Background: an optimization exercise with open tools, aiming at small area. Do not read the settings as production practice. Only simulation tests tie the RTL to the original design; equivalence was not proved. No activity file was given, so power comes from the tool's default toggle rates.

==> run a: inputs <==
## register_bank
module register_bank #(
    parameter int unsigned DATA_W   = 32,
    parameter int unsigned ADDR_W   = 5,
    parameter int unsigned NUM_READ = 2
) (
    input  logic                         clk,
    input  logic                         resetN,
    input  logic [NUM_READ*ADDR_W-1:0]   readAddr,
    output logic [NUM_READ*DATA_W-1:0]   readData,
    output logic [NUM_READ-1:0]          readBusy,
    input  logic                         writeEnable,
    input  logic [ADDR_W-1:0]            writeReg,
    input  logic [DATA_W-1:0]            writeData,
    input  logic                         reserveEnable,
    input  logic [ADDR_W-1:0]            reserveReg,
    input  logic                         flush
);
==> module register_bank, before the edit <==
module register_bank #(
    parameter int unsigned DATA_W   = 32,
    parameter int unsigned ADDR_W   = 5,
    parameter int unsigned NUM_READ = 2
) (
    input  logic                         clk,
    input  logic                         resetN,
    input  logic [NUM_READ*ADDR_W-1:0]   readAddr,
    output logic [NUM_READ*DATA_W-1:0]   readData,
    output logic [NUM_READ-1:0]          readBusy,
    input  logic                         writeEnable,
    input  logic [ADDR_W-1:0]            writeReg,
    input  logic [DATA_W-1:0]            writeData,
    input  logic                         reserveEnable,
    input  logic [ADDR_W-1:0]            reserveReg,
    input  logic                         flush
);
    localparam int unsigned DEPTH = 2 ** ADDR_W;
    logic [DATA_W-1:0] regs_q [DEPTH];
    logic [DEPTH-1:0]  valid_q;
    logic [DEPTH-1:0]  busy_q;
    logic [DEPTH-1:0]  wsel;
    logic [DEPTH-1:0]  rsel;
    always_comb begin
        wsel = '0;
        rsel = '0;
        if (writeEnable) wsel[writeReg] = 1'b1;
        if (reserveEnable) rsel[reserveReg] = 1'b1;
    end
    for (genvar i = 1; i < DEPTH; i++) begin : g_reg
        always_ff @(posedge clk) begin
            if (wsel[i]) regs_q[i] <= writeData;
        end
        always_ff @(posedge clk or negedge resetN) begin
            if (!resetN) begin
                valid_q[i] <= 1'b0;
                busy_q[i]  <= 1'b0;
            end else begin
                if (wsel[i]) valid_q[i] <= 1'b1;
                busy_q[i] <= rsel[i] | (busy_q[i] & ~flush & ~wsel[i]);
            end
        end
    end
    assign regs_q[0]  = '0;
    assign valid_q[0] = 1'b0;
    assign busy_q[0]  = 1'b0;
    localparam int unsigned NGRP = DEPTH / 3;    
    for (genvar p = 0; p < NUM_READ; p++) begin : g_read
        logic [ADDR_W-1:0] addr;
        logic [DEPTH-1:0]  dec;
        logic [DEPTH-1:0]  dsel;
        logic [DATA_W-1:0] data;
        logic              busy;
        assign addr = readAddr[p*ADDR_W +: ADDR_W];
        always_comb begin
            for (int i = 0; i < int'(DEPTH); i++) begin
                dec[i]  = (addr == ADDR_W'(i)) && (i != 0);
                dsel[i] = dec[i] & valid_q[i];
            end
        end
        for (genvar b = 0; b < DATA_W; b++) begin : g_bit
            logic [DEPTH/3:0] t;    
            for (genvar g = 0; g < int'(NGRP); g++) begin : g_grp
                rb_aoi222 u_aoi (
                    .a0(dsel[3*g+1]), .b0(regs_q[3*g+1][b]),
                    .a1(dsel[3*g+2]), .b1(regs_q[3*g+2][b]),
                    .a2(dsel[3*g+3]), .b2(regs_q[3*g+3][b]),
                    .y (t[g])
                );
            end
            for (genvar k = 3*NGRP+1; k < int'(DEPTH); k++) begin : g_rest
                rb_nand2 u_nand (.a(dsel[k]), .b(regs_q[k][b]), .y(t[NGRP + k - 3*NGRP - 1]));
            end
            rb_nand_wide #(.N(DEPTH/3 + 1)) u_or (.t(t), .y(data[b]));
        end
        assign busy = |(dec & busy_q);
        assign readData[p*DATA_W +: DATA_W] = data;
        assign readBusy[p]                  = busy;
    end
endmodule
export LEC_CHECK = 0
export CAP_MARGIN = 20
export CORE_MARGIN = 2
export CORE_UTILIZATION = 30
export SETUP_SLACK_MARGIN = 0.2
export SLEW_MARGIN = 20
export SYNTH_HIERARCHICAL = 1
create_clock -name core_clock -period 7.0 [get_ports {clk}]
standard.sh (not shown) runs the stock make flow with config.mk's settings and CLKGATE_MAP_FILE= SYNTH_SCRIPT=/design/flow/synth_recipe.tcl, a recipe that flattens the netlist after the stock synthesis.
==> flow/flow/run.sh <==
#!/bin/bash
# Own layout flow: the standard ORFS flow, with three changes to how the
# layout is made (the design, clock period and constraints are untouched):
#  - ports are buffered with the smallest buffer (repair may upsize it),
#  - the clock tree uses clkbuf_16 in sink clusters of up to 25 and no
#    dummy loads,
#  - non-critical gates are downsized after global routing.
# Each ORFS step writes its full log under orfs/logs; make's own output goes
# to standard.log in this folder.
set -euo pipefail
export BUFFER_PORTS_ARGS="-buffer_cell sky130_fd_sc_hd__buf_1"
export CTS_ARGS="-sink_clustering_enable -repair_clock_nets -buf_list {sky130_fd_sc_hd__clkbuf_16} -sink_clustering_size 25 -sink_clustering_max_diameter 60 -dont_use_dummy_load"
export RECOVER_POWER=100
bash standard.sh > standard.log 2>&1
==> run b: changes against run a <==
--- a/flow/design.v
+++ b/flow/design.v
@@ -16,18 +16,31 @@
     input  logic                         flush
 );
     localparam int unsigned DEPTH = 2 ** ADDR_W;
+    localparam int unsigned LO_W  = 2;
+    localparam int unsigned HI_W  = ADDR_W - LO_W;
+    localparam int unsigned NLO   = 2 ** LO_W;
+    localparam int unsigned NHI   = 2 ** HI_W;
+    localparam int unsigned NGRP  = (DEPTH - 1) / 3;    
     logic [DATA_W-1:0] regs_q [DEPTH];
     logic [DEPTH-1:0]  valid_q;
     logic [DEPTH-1:0]  busy_q;
     logic [DEPTH-1:0]  wsel;
     logic [DEPTH-1:0]  rsel;
-    always_comb begin
-        wsel = '0;
-        rsel = '0;
-        if (writeEnable) wsel[writeReg] = 1'b1;
-        if (reserveEnable) rsel[reserveReg] = 1'b1;
-    end
+    function automatic logic [NLO-1:0] dec_lo_n(input logic [ADDR_W-1:0] a);
+        for (int j = 0; j < int'(NLO); j++) dec_lo_n[j] = (a[LO_W-1:0] != LO_W'(j));
+    endfunction
+    function automatic logic [NHI-1:0] dec_hi_n(input logic [ADDR_W-1:0] a, input logic en);
+        for (int k = 0; k < int'(NHI); k++) dec_hi_n[k] = !(en && (a[ADDR_W-1:LO_W] == HI_W'(k)));
+    endfunction
+    logic [NLO-1:0] wlo_n, rlo_n;
+    logic [NHI-1:0] whi_n, rhi_n;
+    assign wlo_n = dec_lo_n(writeReg);
+    assign whi_n = dec_hi_n(writeReg, writeEnable);
+    assign rlo_n = dec_lo_n(reserveReg);
+    assign rhi_n = dec_hi_n(reserveReg, reserveEnable);
     for (genvar i = 1; i < DEPTH; i++) begin : g_reg
+        rb_nor2 u_wsel (.a(wlo_n[i % NLO]), .b(whi_n[i / NLO]), .y(wsel[i]));
+        rb_nor2 u_rsel (.a(rlo_n[i % NLO]), .b(rhi_n[i / NLO]), .y(rsel[i]));
         always_ff @(posedge clk) begin
             if (wsel[i]) regs_q[i] <= writeData;
         end
@@ -44,22 +57,26 @@
     assign regs_q[0]  = '0;
     assign valid_q[0] = 1'b0;
     assign busy_q[0]  = 1'b0;
-    localparam int unsigned NGRP = DEPTH / 3;    
+    assign wsel[0]    = 1'b0;
+    assign rsel[0]    = 1'b0;
     for (genvar p = 0; p < NUM_READ; p++) begin : g_read
         logic [ADDR_W-1:0] addr;
+        logic [NLO-1:0]    lo_n;
+        logic [NHI-1:0]    hi_n;
         logic [DEPTH-1:0]  dec;
         logic [DEPTH-1:0]  dsel;
         logic [DATA_W-1:0] data;
-        logic              busy;
         assign addr = readAddr[p*ADDR_W +: ADDR_W];
-        always_comb begin
-            for (int i = 0; i < int'(DEPTH); i++) begin
-                dec[i]  = (addr == ADDR_W'(i)) && (i != 0);
-                dsel[i] = dec[i] & valid_q[i];
-            end
+        assign lo_n = dec_lo_n(addr);
+        assign hi_n = dec_hi_n(addr, 1'b1);
+        assign dec[0]  = 1'b0;
+        assign dsel[0] = 1'b0;
+        for (genvar i = 1; i < DEPTH; i++) begin : g_sel
+            assign dec[i] = ~(lo_n[i % NLO] | hi_n[i / NLO]);
+            rb_and3 u_dsel (.a(~lo_n[i % NLO]), .b(~hi_n[i / NLO]), .c(valid_q[i]), .y(dsel[i]));
         end
         for (genvar b = 0; b < DATA_W; b++) begin : g_bit
-            logic [DEPTH/3:0] t;    
+            logic [NGRP:0] t;    
             for (genvar g = 0; g < int'(NGRP); g++) begin : g_grp
                 rb_aoi222 u_aoi (
                     .a0(dsel[3*g+1]), .b0(regs_q[3*g+1][b]),
@@ -68,14 +85,11 @@
                     .y (t[g])
                 );
             end
-            for (genvar k = 3*NGRP+1; k < int'(DEPTH); k++) begin : g_rest
-                rb_nand2 u_nand (.a(dsel[k]), .b(regs_q[k][b]), .y(t[NGRP + k - 3*NGRP - 1]));
-            end
-            rb_nand_wide #(.N(DEPTH/3 + 1)) u_or (.t(t), .y(data[b]));
+            rb_nand2 u_last (.a(dsel[DEPTH-1]), .b(regs_q[DEPTH-1][b]), .y(t[NGRP]));
+            rb_nand_wide #(.N(NGRP + 1)) u_or (.t(t), .y(data[b]));
         end
-        assign busy = |(dec & busy_q);
         assign readData[p*DATA_W +: DATA_W] = data;
-        assign readBusy[p]                  = busy;
+        assign readBusy[p]                  = |(dec & busy_q);
     end
 endmodule
 module rb_aoi222 (
@@ -90,6 +104,18 @@
 );
     assign y = ~(a & b);
 endmodule
+module rb_nor2 (
+    input  logic a, b,
+    output logic y
+);
+    assign y = ~(a | b);
+endmodule
+module rb_and3 (
+    input  logic a, b, c,
+    output logic y
+);
+    assign y = a & b & c;
+endmodule
 module rb_nand_wide #(
     parameter int unsigned N = 11
 ) (
==> flow/flow/run.sh (replaced) <==
#!/bin/bash
# Own layout flow: the standard ORFS flow (standard.sh), with two changes
# to how the layout is made; the design, clock period and constraints are
# untouched:
#  - ports are buffered with the smallest buffer (repair may upsize it),
#  - the clock tree uses clkbuf_8 in sink clusters of up to 16 and no dummy
#    loads.
# Each ORFS step writes its full log under orfs/logs; make's own output goes
# to standard.log in this folder.
set -euo pipefail
export BUFFER_PORTS_ARGS="-buffer_cell sky130_fd_sc_hd__buf_1"
export CTS_ARGS="-sink_clustering_enable -repair_clock_nets -buf_list {sky130_fd_sc_hd__clkbuf_8} -sink_clustering_size 16 -sink_clustering_max_diameter 50 -dont_use_dummy_load"
bash standard.sh > standard.log 2>&1
==> run c: changes against run a <==
==> flow/run.sh (new file) <==
#!/bin/bash
# synth_recipe.tcl (not shown) runs the flow's synth.tcl, then flattens the netlist and writes it again
# the make line also repeats each setting of config.mk as NAME=value (left out here)
make -C /OpenROAD-flow-scripts/flow DESIGN_CONFIG=/design/flow/config.mk WORK_HOME=/design/flow/orfs CLKGATE_MAP_FILE= SYNTH_SCRIPT=/design/flow/synth_recipe.tcl finish
- CORE_UTILIZATION: 30 -> 50
- CTS_BUF_LIST: not set -> sky130_fd_sc_hd__clkbuf_2 sky130_fd_sc_hd__clkbuf_4 sky130_fd_sc_hd__clkbuf_8
- GPL_TIMING_DRIVEN: not set -> 0
removed: flow/flow/run.sh
removed: flow/standard.sh
==> summary.txt <==
metric	run a	run b	run c
Outcome	complete, but fails checks	finished clean	finished clean
Reasons for failing layout checks	capacitance limit, slew limit	-	-
Fraction of area in non-clock buffers	0.0250	0.0355	0.0766
Filler cell count	13500	13100	6079
Antenna cells	5	6	4
DP HPWL	92.1 mm	103 mm	103 mm
Per-cell via count in the routed design	6.73	7.01	7.87
Leakage dissipation	14.3 nW	14.7 nW	16.3 nW
Final weighted congestion in routability-driven placement	0.928	0.934	0.953
Number of well-tap cells placed	1876	1794	1080
Worst-case setup margin in the final layout	355 ps	792 ps	105 ps
Avg WL per Cell	33.6 µm	37.4 µm	39.7 µm
Share of power burned in registers	0.605	0.643	0.536
Wire length of the first global-routing pass	214 mm	229 mm	223 mm
Sequential share of the synthesized area	0.747	0.751	0.747
Post-Place Cells	4498	4423	3719
Worst IR drop on VDD	151 µV	134 µV	209 µV
Class of the worst hold path	reg -> reg	reg -> reg	in -> async
Synthesized netlist net count	2474	2440	2474
Violation count after the first detailed-routing iteration	7945	9080	8105
Relative area change from synthesis to final layout	12.7%	12.9%	20.7%

## separate check: timing with driven ports
How much do the figures lean on ideal ports? The routed layouts below were timed once more, with nothing changed but the port constraints.
Step 1 sets driving cells, clkbuf_16 on the clock port and buf_2 on the other inputs (assumed; they add their load-dependent delay and slew).
Step 2 times the ports against the registers' clock, not the clock port: input delays grow and output delays shrink by t, the midpoint of the rising clock arrivals with the driver on.
a / b / c = ideal ports / drivers / drivers and shift; a / b = the first two.
| run | shift t [ns] | slack for setup (ns) | slew at the worst register clock pin (ns) |
|---|---|---|---|
| run a | 0.698 | 0.355 / 0.331 / -0.035 | 0.10 / 0.10 |
| run b | 0.837 | 0.792 / 0.759 / 0.759 | 0.11 / 0.11 |
| run c | 0.905 | 0.105 / 0.078 / 0.078 | 0.07 / 0.07 |
For run a, which loses most, drivers alone change the setup slack by -0.024 ns; drivers and shift together by -0.390 ns.
